From an optimization exercise on the open Yosys and OpenROAD flow, aimed at small area, a short achievable clock period and few clock cycles per item; shortcuts taken in it are not production practice. Only simulation tests tie the RTL to the original design; equivalence was not proved. Power and IR drop assume default switching activity.

==> flow/design.v <==
`timescale 1ns/1ps
`default_nettype none
module mem_island_top (
   input  wire logic         clk_i,
   input  wire logic         rst_ni,
   input  wire logic         narrow_req_i,
   output      logic         narrow_gnt_o,
   input  wire logic [15:0]  narrow_addr_i,
   input  wire logic         narrow_we_i,
   input  wire logic [31:0]  narrow_wdata_i,
   input  wire logic [3:0]   narrow_strb_i,
   output      logic         narrow_rvalid_o,
   output      logic [31:0]  narrow_rdata_o,
   input  wire logic         wide_req_i,
   output      logic         wide_gnt_o,
   input  wire logic [15:0]  wide_addr_i,
   input  wire logic         wide_we_i,
   input  wire logic [63:0]  wide_wdata_i,
   input  wire logic [7:0]   wide_strb_i,
   output      logic         wide_rvalid_o,
   output      logic [63:0]  wide_rdata_o
);
   logic [127:0][31:0] mem_q;
   logic        n_nogo_q, n_gnt_q, n_acc;
   logic        n_v_q;
   logic [31:0] n_wd_q;
   logic [7:0][3:0] n_lo_st_q;    
   logic [15:0]     n_hi_q;       
   logic [3:0][3:0] n_bsel_q;     
   logic [7:0]      n_bank_q;     
   logic [7:0]  n_lo_oh;
   logic [15:0] n_hi_oh;
   logic        n_wr_nxt, n_rd_nxt;
   assign narrow_gnt_o = n_gnt_q;
   assign n_acc        = narrow_req_i & ~n_nogo_q;
   assign n_wr_nxt     = n_acc &  narrow_we_i;
   assign n_rd_nxt     = n_acc & ~narrow_we_i;
   always_comb begin
      n_lo_oh = '0;
      n_hi_oh = '0;
      n_lo_oh[narrow_addr_i[4:2]] = 1'b1;
      n_hi_oh[narrow_addr_i[8:5]] = 1'b1;
   end
   always_ff @(posedge clk_i or negedge rst_ni) begin
      if (!rst_ni) n_v_q <= 1'b0;
      else         n_v_q <= n_acc;
   end
   always_ff @(posedge clk_i) begin
      n_wd_q <= narrow_wdata_i;
      n_hi_q <= n_hi_oh;
      for (int l = 0; l < 8; l++) begin
         n_lo_st_q[l] <= {4{n_wr_nxt & n_lo_oh[l]}} & narrow_strb_i;
         n_bank_q[l]  <= n_rd_nxt & n_lo_oh[l];
      end
      for (int p = 0; p < 4; p++) begin
         n_bsel_q[p] <= {4{n_wr_nxt & (narrow_addr_i[3:2] == p[1:0])}} & narrow_strb_i;
      end
   end
   logic        w_v_q, w_we_q;
   logic [5:0]  w_a_q;
   logic [63:0] w_wd_q;
   logic [7:0]  w_st_q;
   logic        w_acc, w_adv, w_blk_q, w_blk_nxt, w_gnt_q;
   logic [1:0]  w_lost_q;
   logic        wv_nxt, wwe_nxt;
   logic [5:0]  wa_nxt;
   logic [63:0] wwd_nxt;
   logic [7:0]  wst_nxt;
   assign wide_gnt_o = w_gnt_q;
   assign w_acc      = wide_req_i & ~w_blk_q;
   assign w_adv      = ~w_blk_q;
   always_comb begin
      if (!w_adv) begin
         wv_nxt  = w_v_q;
         wwe_nxt = w_we_q;
         wa_nxt  = w_a_q;
         wwd_nxt = w_wd_q;
         wst_nxt = w_st_q;
      end else begin
         wv_nxt  = w_acc;
         wwe_nxt = wide_we_i;
         wa_nxt  = wide_addr_i[8:3];
         wwd_nxt = wide_wdata_i;
         wst_nxt = wide_strb_i;
      end
   end
   logic [3:0] wst_half_nxt;
   assign wst_half_nxt = narrow_addr_i[2] ? wst_nxt[7:4] : wst_nxt[3:0];
   assign w_blk_nxt = n_acc & wv_nxt &
                      ((~narrow_we_i & ~wwe_nxt & (narrow_addr_i[4:3] == wa_nxt[1:0])) |
                       ( narrow_we_i &  wwe_nxt & (narrow_addr_i[3] == wa_nxt[0]) &
                         |(narrow_strb_i & wst_half_nxt)));
   always_ff @(posedge clk_i or negedge rst_ni) begin
      if (!rst_ni) begin
         w_v_q    <= 1'b0;
         w_blk_q  <= 1'b0;
         w_lost_q <= '0;
         n_nogo_q <= 1'b0;
      end else begin
         w_v_q   <= wv_nxt;
         w_blk_q <= w_blk_nxt;
         if (w_blk_q) begin
            if (w_lost_q != 2'd3) w_lost_q <= w_lost_q + 2'd1;
         end else begin
            w_lost_q <= '0;
         end
         n_nogo_q <= w_blk_q & (w_lost_q >= 2'd2);
      end
   end
   always_ff @(posedge clk_i) begin
      n_gnt_q <= ~(w_blk_q & (w_lost_q >= 2'd2));
      w_gnt_q <= ~w_blk_nxt;
   end
   always_ff @(posedge clk_i) begin
      w_we_q <= wwe_nxt;
      w_a_q  <= wa_nxt;
      w_wd_q <= wwd_nxt;
      w_st_q <= wst_nxt;
   end
   logic [3:0][1:0][3:0] w_lo_st_q;    
   logic [15:0]          w_hi_q;       
   logic [3:0]           w_pair_q;     
   logic [3:0]           w_m_oh;
   logic [15:0]          w_hi_oh;
   always_comb begin
      w_m_oh  = '0;
      w_hi_oh = '0;
      w_m_oh[wa_nxt[1:0]]  = 1'b1;
      w_hi_oh[wa_nxt[5:2]] = 1'b1;
   end
   always_ff @(posedge clk_i) begin
      w_hi_q   <= w_hi_oh & {16{~w_blk_nxt}};
      w_pair_q <= w_m_oh;
      for (int m = 0; m < 4; m++) begin
         for (int h = 0; h < 2; h++) begin
            w_lo_st_q[m][h] <= {4{wv_nxt & wwe_nxt & w_m_oh[m]}} & wst_nxt[4*h +: 4];
         end
      end
   end
   logic [3:0][31:0] bus_d;
   logic [15:0]      w_hi_ok;
   assign w_hi_ok = w_hi_q;
   always_comb begin
      for (int p = 0; p < 4; p++) begin
         for (int j = 0; j < 4; j++) begin
            bus_d[p][8*j +: 8] = n_bsel_q[p][j] ? n_wd_q[8*j +: 8] : w_wd_q[32*(p % 2) + 8*j +: 8];
         end
      end
   end
   for (genvar w = 0; w < 128; w++) begin : gen_word
      for (genvar j = 0; j < 4; j++) begin : gen_byte
         logic en;
         assign en = (n_lo_st_q[w % 8][j] & n_hi_q[w / 8]) |
                     (w_lo_st_q[(w % 8) / 2][w % 2][j] & w_hi_ok[w / 8]);
         always_ff @(posedge clk_i) begin
            if (en) mem_q[w][8*j +: 8] <= bus_d[w % 4][8*j +: 8];
         end
      end
   end
   logic [7:0][15:0] row_oh;
   always_comb begin
      for (int b = 0; b < 8; b++) begin
         row_oh[b] = n_bank_q[b] ? n_hi_q : w_hi_q;
      end
   end
   logic [7:0][31:0] bank_out;
   always_comb begin
      for (int b = 0; b < 8; b++) begin
         bank_out[b] = '0;
         for (int r = 0; r < 16; r++) begin
            bank_out[b] = bank_out[b] | (mem_q[r*8 + b] & {32{row_oh[b][r]}});
         end
      end
   end
   logic [31:0] n_rdata_d;
   logic [63:0] w_rdata_d;
   always_comb begin
      n_rdata_d = '0;
      w_rdata_d = '0;
      for (int b = 0; b < 8; b++) begin
         n_rdata_d = n_rdata_d | (bank_out[b] & {32{n_bank_q[b]}});
      end
      for (int m = 0; m < 4; m++) begin
         w_rdata_d = w_rdata_d | ({bank_out[2*m+1], bank_out[2*m]} & {64{w_pair_q[m]}});
      end
   end
   logic        n_rv_q, w_rv_q;
   logic [31:0] n_rdata_q;
   logic [63:0] w_rdata_q;
   always_ff @(posedge clk_i) begin
      n_rv_q <= n_v_q;
      w_rv_q <= w_v_q & ~w_blk_q;
   end
   always_ff @(posedge clk_i) begin
      n_rdata_q <= n_rdata_d;
      w_rdata_q <= w_rdata_d;
   end
   assign narrow_rvalid_o = n_rv_q;
   assign narrow_rdata_o  = n_rdata_q;
   assign wide_rvalid_o   = w_rv_q;
   assign wide_rdata_o    = w_rdata_q;
endmodule
`default_nettype wire
==> flow/run.sh <==
#!/bin/bash
# synth_recipe.tcl (not shown) runs the flow's synth.tcl, then flattens the netlist and writes it again
# the make line also repeats each setting of config.mk as NAME=value (left out here)
make -C /OpenROAD-flow-scripts/flow DESIGN_CONFIG=/design/flow/config.mk WORK_HOME=/design/flow/orfs CLKGATE_MAP_FILE= SYNTH_SCRIPT=/design/flow/synth_recipe.tcl finish
==> flow/config.mk <==
export PLATFORM = sky130hd
export DESIGN_NAME = mem_island_top
export DESIGN_NICKNAME = mem_island_top
export VERILOG_FILES = /design/flow/design.v
export SDC_FILE = /design/flow/constraint.sdc
export NUM_CORES = 4
export LEC_CHECK = 0
export CAP_MARGIN = 20
export CELL_PAD_IN_SITES_DETAIL_PLACEMENT = 1
export CELL_PAD_IN_SITES_GLOBAL_PLACEMENT = 2
export CORE_MARGIN = 2
export CORE_UTILIZATION = 55
export CTS_CLUSTER_DIAMETER = 100
export CTS_CLUSTER_SIZE = 20
export PLACE_DENSITY = 0.65
export SETUP_SLACK_MARGIN = 5.0
export SLEW_MARGIN = 20
==> flow/constraint.sdc <==
create_clock -name core_clock -period 8.0 [get_ports {clk_i}]
set_input_delay 1.6000 -clock core_clock [delete_from_list [all_inputs] [get_ports {clk_i}]]
set_output_delay 1.6000 -clock core_clock [all_outputs]
set_load 0.01 [all_outputs]
==> impl_metrics.ini, run 1 <==
[status]
status = finished clean

[synth]
synth_edf_count = 4160
synth_ff_type = edfxtp_1
synth_area_leaders = edfxtp_1 (76%), a22o_1 (7.5%), a221oi_1 (4.7%), dfxtp_1 (3.3%), mux2_2 (1.6%)
synth_top_area_share_pct = 75.8
synthArstFlopShare_pct = 0.135
synth_commonest_cells = edfxtp_1 (4160), a22o_1 (1414), a221oi_1 (891), clkbuf_1 (603), a22oi_1 (284)
syn-num-nets = 9084
yosysTopAreaCell = edfxtp_1
ys_warn_count = 1
yosysMostFrequentCell = edfxtp_1
synth.distinct_cells = 50
synthCells = 8923
synth.yosys.seq_area_share_pct = 79.1
syn_area_um2 = 165000
syn_area_per_cell_um2 = 18.5
ys_ff_latch = 4437

[setup_path]
reg2reg_to = n_rdata_q[29]$_DFF_P_
worst_r2r_path_depth = 11
crit_path_start_kind = flop
cp.required_ps = 8770
reg2reg_from = n_bank_q[7]$_DFF_P_
cp-endpoint = n_rdata_q[29]$_DFF_P_
end_kind = flop
critPathArrivalTime_ps = 4110
critPathLaunch = n_bank_q[7]$_DFF_P_
critPathKind = flop to flop
rrSetupSlack_ps = 4660
cp_max_fo = 8

[worst_hold_path]
min_path_type = flop to flop

[routing]
drt_iter0_markers = 18000
drt-total-wl_um = 652000
vias_per_cell = 7.61
vias = 102000
postRouteAntennaNets = 0
wl_per_cell_um = 48.8
route.detailed.drc = 0
drt_first_pass_iters = 6

[grt]
grt-ovfl-total = 0
grt_pass1_vias = 96700
grt_usage_pct = 42.0
grt_max_degree = 51
grt_pass1_wl_um = 853000
antenna_found_initial = 58

[place]
dp_hpwl_um = 401000
place_area_um2 = 170000
portBuffers = 226
gp_congestion = 0.960

[pwr]
vdd_drop_max_mv = 0.207
p_leak_nw = 58.0
power.density_nw_per_um2 = 239

[floorplan]
die_h_um = 552
design.core.area_um2 = 299000
ios = 246
row_count = 201
die_w_um = 552
initial_core_util_pct = 55.1
dieArea_um2 = 304000

[final_layout]
drive_above_1_share_pct = 17.9
final_cell_area_um2 = 186000
synthToLayoutAreaGrowth_pct = 12.7
fillerInstances = 24800
layout.nets = 9311

[sta]
rsz0062_at_grt = true
holdWs_ps = 350
worstMarginPinSlew_ps = 1130
setup_viol = 0
max_slew_margin_pct = 24.2
period_share_pct = 41.7
fmax_mhz = 300
finalClockSkew_ps = 58.4
maxSlewViolCount = 0
finalSetupTns_ps = 0
hold_viol_final = 0
fin_crit_ps = 3340

[flow_run]
drv_cap = 0

[clock_tree]
tritoncts = built
cts.path.max_buffers = 4
cts_max_level = 4
clk_pin_slew_ps = 90
cts_sinks = 4437
cts_hold_buf = 0
cts_buffers = 243
cts-root-buf = clkbuf_16
clock_latency_ps = 1000
[per-stage QoR]
step	power [W]	utilization (%)	worst slack, ps	std cells
global route	0.0451	62.1	4790	13300
global placement	0.0305	57.0	3170	12500
floorplan	0.0280	-	4970	8923
CTS	0.0440	61.5	4770	13300
detailed placement	0.0306	57.0	3150	12500
finish	0.0445	62.2	4660	13400
[where the power goes]
| group | switching [W] | internal [W] | total (W) |
|---|---|---|---|
| Sequential | 0.000337 | 0.0257 | 0.0260 |
| Clock | 0.00744 | 0.00589 | 0.0133 |
| Combinational | 0.00362 | 0.00150 | 0.00512 |
[layer usage]
layer | up-vias | track usage, % | share of wire, %
li1 | 38700 | - | -
met3 | 1468 | 13.1 | 14
met5 | - | 0 | 0.038
met1 | 53900 | 57.0 | 36
met2 | 7594 | 59.8 | 42
met4 | 24 | 25.3 | 7.5
[sequential cells by signal, indices dropped and copies added, names as in the netlist, 2 cells and up]
signal and cells:
w_lost_q 2, w_pair_q 4, w_a_q 6, w_rdata_q 64, n_bank_q 8, w_lo_st_q 32, w_wd_q 64, n_wd_q 32
mem_q 4096, n_lo_st_q 32, n_rdata_q 32, n_bsel_q 16, w_hi_q 16, w_st_q 8, n_hi_q 16
[critical path, stage by stage, from the launching register on]
cell	delay, ps
dfxtp_4	370
buf_12	140
buf_16	150
buf_12	130
mux2_8	390
buf_6	140
a22o_1	250
a221oi_4	330
nand4_1	170
buf_6	170
a22oi_2	530
nand4_1	310
[cells by family (layout without fill, tap and decap cells)]
logic type | count (synthesis) | after routing | share of synthesized area [%]
flops | 4437 | 4437 | 79.1
compound gates | 2859 | 2859 | 14.9
buf+inv | 774 | 1175 | 1.85
simple gates | 555 | 555 | 2.03
mux | 274 | 311 | 1.92
fa+ha+maj | 15 | 15 | 0.114
xor+xnor | 9 | 9 | 0.0478
other cells | 0 | 40 | 0
[layout make-up]
class                   count  area (µm²)  area share (%)
clock buffers             453        7000            3.76
well taps                3958        4950            2.66
multi-input cells        3749       35400            19.1
flip-flops and latches   4437      131000            70.4
repair buffers            679        7300            3.93
clock inverters             3        21.3          0.0114
diodes                     40         100          0.0539
inverters                  40         151          0.0815
[layout by cell type (no fill, tap or decap), types with 62 or more instances in the layout]
master           netlist  layout
mux2_8                 0      66
mux2_2               231     143
nor2_1                63      63
clkbuf_16              0     255
dfxtp_4                0      89
a221oi_2               9     229
edfxtp_1            4160    4160
mux2_4                27      89
o22a_1                62      62
and4_4                 0      81
a221oi_1             891     657
nand4_1              159     159
clkbuf_1             603     204
dfxtp_1              271     143
buf_4                  4     303
buf_6                 11     140
a22o_1              1414    1411
nand2_1               78      77
clkdlybuf4s50_1        0     121
a22oi_1              284     253
[repair_timing]
item	in CTS	in global routing
setup buffers	269	46
gates resized for setup	1297	227
setup endpoints to repair	230	211
pin swaps	126	78
cloned	43	11
[worst min-delay path by stage]
stage	start	end	slack, ps	cells past startpoint
2_1_floorplan	n_v_q$_DFF_PN0_	n_rv_q$_DFF_P_	320	0
3_3_place_gp	n_v_q$_DFF_PN0_	n_rv_q$_DFF_P_	330	0
3_5_place_dp	n_v_q$_DFF_PN0_	n_rv_q$_DFF_P_	330	0
4_1_cts	n_v_q$_DFF_PN0_	n_rv_q$_DFF_P_	350	0
5_1_grt	n_v_q$_DFF_PN0_	n_rv_q$_DFF_P_	360	0
6_report	n_v_q$_DFF_PN0_	n_rv_q$_DFF_P_	350	0
Testbench counts, summed over its fixed seeds: cycles 12,281, items 20,000.
==> inputs of run 2 (changes only) <==
--- a/flow/config.mk
+++ b/flow/config.mk
@@ -12,5 +12,5 @@
 export CORE_UTILIZATION = 55
 export CTS_CLUSTER_DIAMETER = 100
-export CTS_CLUSTER_SIZE = 20
+export CTS_CLUSTER_SIZE = 24
 export PLACE_DENSITY = 0.65
 export SETUP_SLACK_MARGIN = 5.0
==> impl_metrics.ini, run 2 <==
[sta]
fmax_mhz = 296
finalClockSkew_ps = 57.1
holdWs_ps = 351
finalSetupTns_ps = 0
setup_viol = 0
hold_viol_final = 0
setup_slack_ps = 4620
fin_crit_ps = 3380
rsz0062_at_grt = true
max_slew_margin_pct = 20.0
period_share_pct = 42.2
maxSlewViolCount = 0
worstMarginPinSlew_ps = 1200

[grt]
grt-ovfl-total = 0
grt_max_degree = 51
grt_usage_pct = 42.2
grt_pass1_wl_um = 854000
antenna_found_initial = 57
grt_pass1_vias = 96400

[pwr]
power_w = 0.0435
p_leak_nw = 57.4
power.density_nw_per_um2 = 235
vdd_drop_max_mv = 0.228

[routing]
drt_iter0_markers = 16800
route.detailed.drc = 0
drt-total-wl_um = 655000
wl_per_cell_um = 49.3
postRouteAntennaNets = 0
drt_first_pass_iters = 6
vias = 102000
vias_per_cell = 7.65

[final_layout]
layout.nets = 9268
reg_top3 = mem_q x4096, w_rdata_q x64, w_wd_q x64
layout_common_cells = edfxtp_1 (4160), a22o_1 (1410), a221oi_1 (674), buf_4 (306), a22oi_1 (256)
instances_no_fill = 13300
largest_register = mem_q
largest_register_ffs = 4096
drive_above_1_share_pct = 17.5
final_common_cell = edfxtp_1
synthToLayoutAreaGrowth_pct = 12.0

[clock_tree]
tritoncts = built
cts-root-buf = clkbuf_16
cts.path.max_buffers = 4
clk_pin_slew_ps = 110
cts_sinks = 4437
cts_max_level = 4
cts_buffers = 206
clock_latency_ps = 980

[synth]
synthCells = 8923
yosysMostFrequentCell = edfxtp_1
synth_ff_type = edfxtp_1
synth_area_leaders = edfxtp_1 (76%), a22o_1 (7.5%), a221oi_1 (4.7%), dfxtp_1 (3.3%), mux2_2 (1.6%)
synth_edf_count = 4160
synth.distinct_cells = 50
yosysTopAreaCell = edfxtp_1
syn-num-nets = 9084
synth_top_area_share_pct = 75.8
ys_warn_count = 1
synth_commonest_cells = edfxtp_1 (4160), a22o_1 (1414), a221oi_1 (891), clkbuf_1 (603), a22oi_1 (284)
synthArstFlopShare_pct = 0.135
ys_ff_latch = 4437
syn_area_per_cell_um2 = 18.5
syn_area_um2 = 165000
synth.yosys.seq_area_share_pct = 79.1

[floorplan]
ios = 246
die_w_um = 552
design.core.area_um2 = 299000
die_h_um = 552
initial_core_util_pct = 55.1
row_count = 201
dieArea_um2 = 304000

[setup_path]
end_kind = flop
critPathLaunch = n_hi_q[3]$_DFF_P_
cp.required_ps = 8680
cp_max_fo = 5
reg2reg_from = n_hi_q[3]$_DFF_P_
critPathArrivalTime_ps = 4060
critPathKind = flop to flop
crit_path_start_kind = flop

[worst_hold_path]
min_path_type = flop to flop
min-delay-start = n_v_q$_DFF_PN0_

[flow_run]
drv_cap = 0

[status]
status = finished clean

[place]
portBuffers = 226
gp_congestion = 0.960
dp_hpwl_um = 401000
place_ws_ps = 3150
dpl.cell_count = 12500
run 2: cell count changes in the layout (fill, tap and decap cells not counted), moves of 4 or more:
| cell | change |
|---|---|
| clkbuf_1 | -50 |
| clkbuf_16 | -41 |
| a221oi_1 | +17 |
| a221oi_2 | -17 |
| diode_2 | +13 |
| buf_6 | -10 |
| mux2_8 | +6 |
| buf_8 | -4 |
run 2: final cells by class:
| cell class | count | area [µm²] |
|---|---|---|
| flip-flops and latches | 4437 | 131000 |
| multi-input cells | 3756 | 35500 |
| diodes | 53 | 133 |
| well taps | 3958 | 4950 |
| repair buffers | 666 | 7100 |
| clock buffers | 368 | 5920 |
| fillers | 24800 | 114000 |
| inverters | 40 | 151 |
run 2: timing repair:
action | CTS | global route
setup endpoints to repair | 234 | 214
hold buffers | 0 | 0
gates resized for setup | 1273 | 228
buffers inserted | 261 | 41
pin swaps | 118 | 67
gates cloned | 47 | 14
run 2: layer usage:
metal  vias up  wire length (µm)  global-route usage (%)
li1      38600                 -                       -
met1     53700            235000                    56.5
met2      7839            276000                    59.8
met3      1496             93900                    14.3
met4        16             49300                    25.6
met5         -               209                       0
run 2: worst paths after layout:
kind | slack (ps) | cells after the start | to
worst max-delay path | 4620 | 10 | n_rdata_q[27]$_DFF_P_
worst min-delay path | 350 | 0 | n_rv_q$_DFF_P_
worst max register to register | 4620 | 10 | n_rdata_q[27]$_DFF_P_
worst min register to register | 350 | 0 | n_rv_q$_DFF_P_
max in group asynchronous | 6770 | 1 | w_v_q$_DFF_PN0_
min in group asynchronous | 940 | 1 | w_lost_q[1]$_DFFE_PN0P_
run 2: cells by family after synthesis:
logic type      Yosys count  synth area share (%)
compound gates         2859                  14.9
buf+inv                 774                  1.85
xor+xnor                  9                0.0478
mux                     274                  1.92
flops                  4437                  79.1
simple gates            555                  2.03
fa+ha+maj                15                 0.114
run 2: critical path, stage by stage, from the launching register on:
cell      delay (ps)
dfxtp_4          460
buf_6            160
buf_12           130
mux2_4           330
buf_16           160
a22o_4           250
a221oi_4         250
nand4_1          160
buf_6            160
a22oi_2          540
nand4_1          460
run 2: power by group:
part / internal (W) / switching, W
clock network: 0.00506 / 0.00721
logic: 0.00150 / 0.00365
registers: 0.0257 / 0.000334
run 2: per-stage QoR:
| step | utilization (%) | cell area (µm²) |
|---|---|---|
| after detailed placement | 57.0 | 170000 |
| final | 61.8 | 185000 |
| after CTS | 61.1 | 183000 |
| after global placement | 57.0 | 170000 |
| after global routing | 61.7 | 185000 |
| after floorplan | - | 165000 |
==> inputs of run 3 (changes only) <==
--- a/flow/config.mk
+++ b/flow/config.mk
@@ -10,8 +10,8 @@
 export CELL_PAD_IN_SITES_GLOBAL_PLACEMENT = 2
 export CORE_MARGIN = 2
-export CORE_UTILIZATION = 55
+export CORE_UTILIZATION = 50
 export CTS_CLUSTER_DIAMETER = 100
-export CTS_CLUSTER_SIZE = 24
-export PLACE_DENSITY = 0.65
+export CTS_CLUSTER_SIZE = 20
+export PLACE_DENSITY = 0.6
 export SETUP_SLACK_MARGIN = 5.0
 export SLEW_MARGIN = 20
==> impl_metrics.ini, run 3 <==
[status]
status = finished clean

[clock_tree]
cts_max_level = 4
cts.path.max_buffers = 4
cts_sinks = 4437
tritoncts = built
cts_hold_buf = 0
clk_pin_slew_ps = 90
cts_buffers = 243
clock_latency_ps = 1000
cts-root-buf = clkbuf_16

[synth]
yosysMostFrequentCell = edfxtp_1
synthCells = 8923
ys_ff_latch = 4437
synth_top_area_share_pct = 75.8
synth.distinct_cells = 50
synth.yosys.seq_area_share_pct = 79.1
syn_area_per_cell_um2 = 18.5
synth_commonest_cells = edfxtp_1 (4160), a22o_1 (1414), a221oi_1 (891), clkbuf_1 (603), a22oi_1 (284)
synth_area_leaders = edfxtp_1 (76%), a22o_1 (7.5%), a221oi_1 (4.7%), dfxtp_1 (3.3%), mux2_2 (1.6%)
yosysTopAreaCell = edfxtp_1
ys_warn_count = 1
syn_area_um2 = 165000
synth_ff_type = edfxtp_1
synthArstFlopShare_pct = 0.135
synth_edf_count = 4160
syn-num-nets = 9084

[sta]
hold_viol_final = 0
maxSlewViolCount = 0
fin_crit_ps = 3390
finalClockSkew_ps = 48.6
rsz0062_at_grt = true
worstMarginPinSlew_ps = 1190
finalSetupTns_ps = 0
period_share_pct = 42.4
fmax_mhz = 295
setup_viol = 0
max_slew_margin_pct = 20.4

[setup_path]
crit_path_start_kind = flop
cp.required_ps = 8650
max_stage_delay_ps = 580
crit_chain = buf_12 > mux2_4 > buf_12 > a22o_1 > a221oi_2 > nand4_1 > buf_6 > a22oi_2 > nand4_1
critPathKind = flop to flop
critPathArrivalTime_ps = 4050
slowest_stage = nand4_1
end_kind = flop
cp_max_fo = 16
critPathTopFamily = compound AO/OA/AOI/OAI gates
crit_buf_inv = 3

[grt]
grtUsageMet1_pct = 51.7
grt.met3_usage_pct = 10.2
grt_max_degree = 67
grt.busiest_layer = met2
grt_usage_pct = 38.2
grt_pass1_wl_um = 855000
grt_pass1_vias = 95800
antenna_found_initial = 47
grt-ovfl-total = 0
grt_use_met2_pct = 56.3

[final_layout]
multi_input_area_um2 = 36200
drive_above_1_share_pct = 18.3
final_common_cell = edfxtp_1
fin_util_pct = 57.0
reg_top3 = mem_q x4096, w_rdata_q x64, w_wd_q x64
synthToLayoutAreaGrowth_pct = 13.2
largest_register = mem_q
fillerInstances = 28000
largest_register_ffs = 4096
layout.nets = 9311
regArea_um2 = 131000
layout_common_cells = edfxtp_1 (4160), a22o_1 (1413), a221oi_1 (648), buf_4 (278), a22oi_1 (254)

[worst_hold_path]
min_path_type = flop to flop

[floorplan]
design.core.area_um2 = 328000
dieArea_um2 = 334000
row_count = 210
initial_core_util_pct = 50.3
die_h_um = 578
die_w_um = 578
ios = 246

[pwr]
p_leak_nw = 58.0
power.density_nw_per_um2 = 238
vdd_drop_max_mv = 0.184

[routing]
vias = 99700
drt_iter0_markers = 15400
postRouteAntennaNets = 0
drt_first_pass_iters = 6
vias_per_cell = 7.27
wl_per_cell_um = 47.5
route.detailed.drc = 0
drt-total-wl_um = 651000

[place]
gp_congestion = 0.899
dp_hpwl_um = 400000
portBuffers = 226

[flow_run]
drv_cap = 0
-- run 3: power breakdown --
| part | switching, W | leakage [nW] | internal (W) |
|---|---|---|---|
| Sequential | 0.000249 | 39.9 | 0.0257 |
| Combinational | 0.00374 | 14.9 | 0.00151 |
| Clock | 0.00748 | 3.30 | 0.00584 |
-- run 3: final timing paths --
check / start / to / slack, ps / depth (start not counted)
setup / recovery: n_bank_q[1]$_DFF_P_ / n_rdata_q[9]$_DFF_P_ / 4610 / 9
hold / removal: n_v_q$_DFF_PN0_ / n_rv_q$_DFF_P_ / 350 / 0
setup reg to reg: n_bank_q[1]$_DFF_P_ / n_rdata_q[9]$_DFF_P_ / 4610 / 9
hold reg to reg: n_v_q$_DFF_PN0_ / n_rv_q$_DFF_P_ / 350 / 0
max in group asynchronous: rst_ni / w_blk_q$_DFF_PN0_ / 6900 / 1
min in group asynchronous: rst_ni / w_v_q$_DFF_PN0_ / 860 / 1
-- run 3: layout make-up --
| type | instances | area share [%] |
|---|---|---|
| timing repair buffer | 655 | 3.81 |
| sequential | 4437 | 70.0 |
| inverter | 40 | 0.0831 |
| multi-input combinational | 3773 | 19.4 |
| clock inverter | 5 | 0.0255 |
| clock buffer | 434 | 3.70 |
| antenna | 24 | 0.0322 |
| tap | 4346 | 2.91 |
-- run 3: repair_timing --
item / in CTS / in global routing
buffers inserted: 246 / 45
resized for setup: 1361 / 169
pin swaps: 138 / 51
cloned: 67 / 12
setup endpoints to repair: 236 / 191
-- run 3: layer usage --
layer  up-vias  share of wire (%)
met5         -              0.064
met1     53500                 37
li1      38700                  -
met2      6356                 44
met4        18                6.8
met3      1187                 12
-- run 3: cells by family (layout without fill, tap and decap cells) --
group	count (synthesis)	in the layout	synth area share [%]
AOI/OAI and AO/OA	2859	2859	14.9
xor gates and xnor gates	9	9	0.0478
adders and majority gates	15	15	0.114
buffers and inverters	774	1134	1.85
DFF	4437	4437	79.1
muxes	274	335	1.92
other	0	24	0
and+or+nand+nor	555	555	2.03
-- run 3: worst register-to-register path: cells and delay by family, from the launching register on --
kind,cells,cell delay (ps)
muxes,1,360
and+or+nand+nor,2,730
DFF,1,500
buffers and inverters,3,530
AOI/OAI and AO/OA,3,930
-- run 3: metrics by stage --
step | power, W | instance area, µm² | hold WS [ps] | std cells | setup slack, ps
after floorplan | 0.0280 | 165000 | 324 | 8923 | 4970
after global placement | 0.0306 | 171000 | 332 | 12900 | 3150
after detailed placement | 0.0307 | 171000 | 331 | 12900 | 3080
after CTS | 0.0442 | 185000 | 351 | 13600 | 4790
after global routing | 0.0452 | 187000 | 366 | 13700 | 4840
final | 0.0445 | 187000 | 348 | 13700 | 4610

-- re-timing with driven ports --
The flow's constraints put no driver on any port. The routed layouts listed below were extracted and timed again, unchanged, in two steps. Step 1 assumes that a clkbuf_16 drives the clock port and a buf_2 every other input. Step 2, shift: input delay + t, output delay - t, t = (earliest + latest rising clock arrival at the registers) / 2. This alone moves slack from input paths to output paths. a / b / c = no drivers / after step 1 / after step 2; a / b = the first two.
run | shift t [ns] | setup slack, ns | hold WS [ns] | worst data-port slew with drivers (ns) | cell pins on the clock port's net
run 1 | 1.083 | 4.662 / 4.662 / 3.928 | 0.350 / 0.350 / 0.350 | 0.15 | 1
run 2 | 1.060 | 4.623 / 4.623 / 3.977 | 0.351 / 0.351 / 0.351 | 0.15 | 1
run 3 | 1.090 | 4.606 / 4.606 / 3.931 | 0.348 / 0.348 / 0.348 | 0.36 | 1
After both steps setup and hold are still met in every run listed. The setup slack of run 1, which loses most, moves by 0.000 ns with the drivers and by -0.734 ns with both steps.
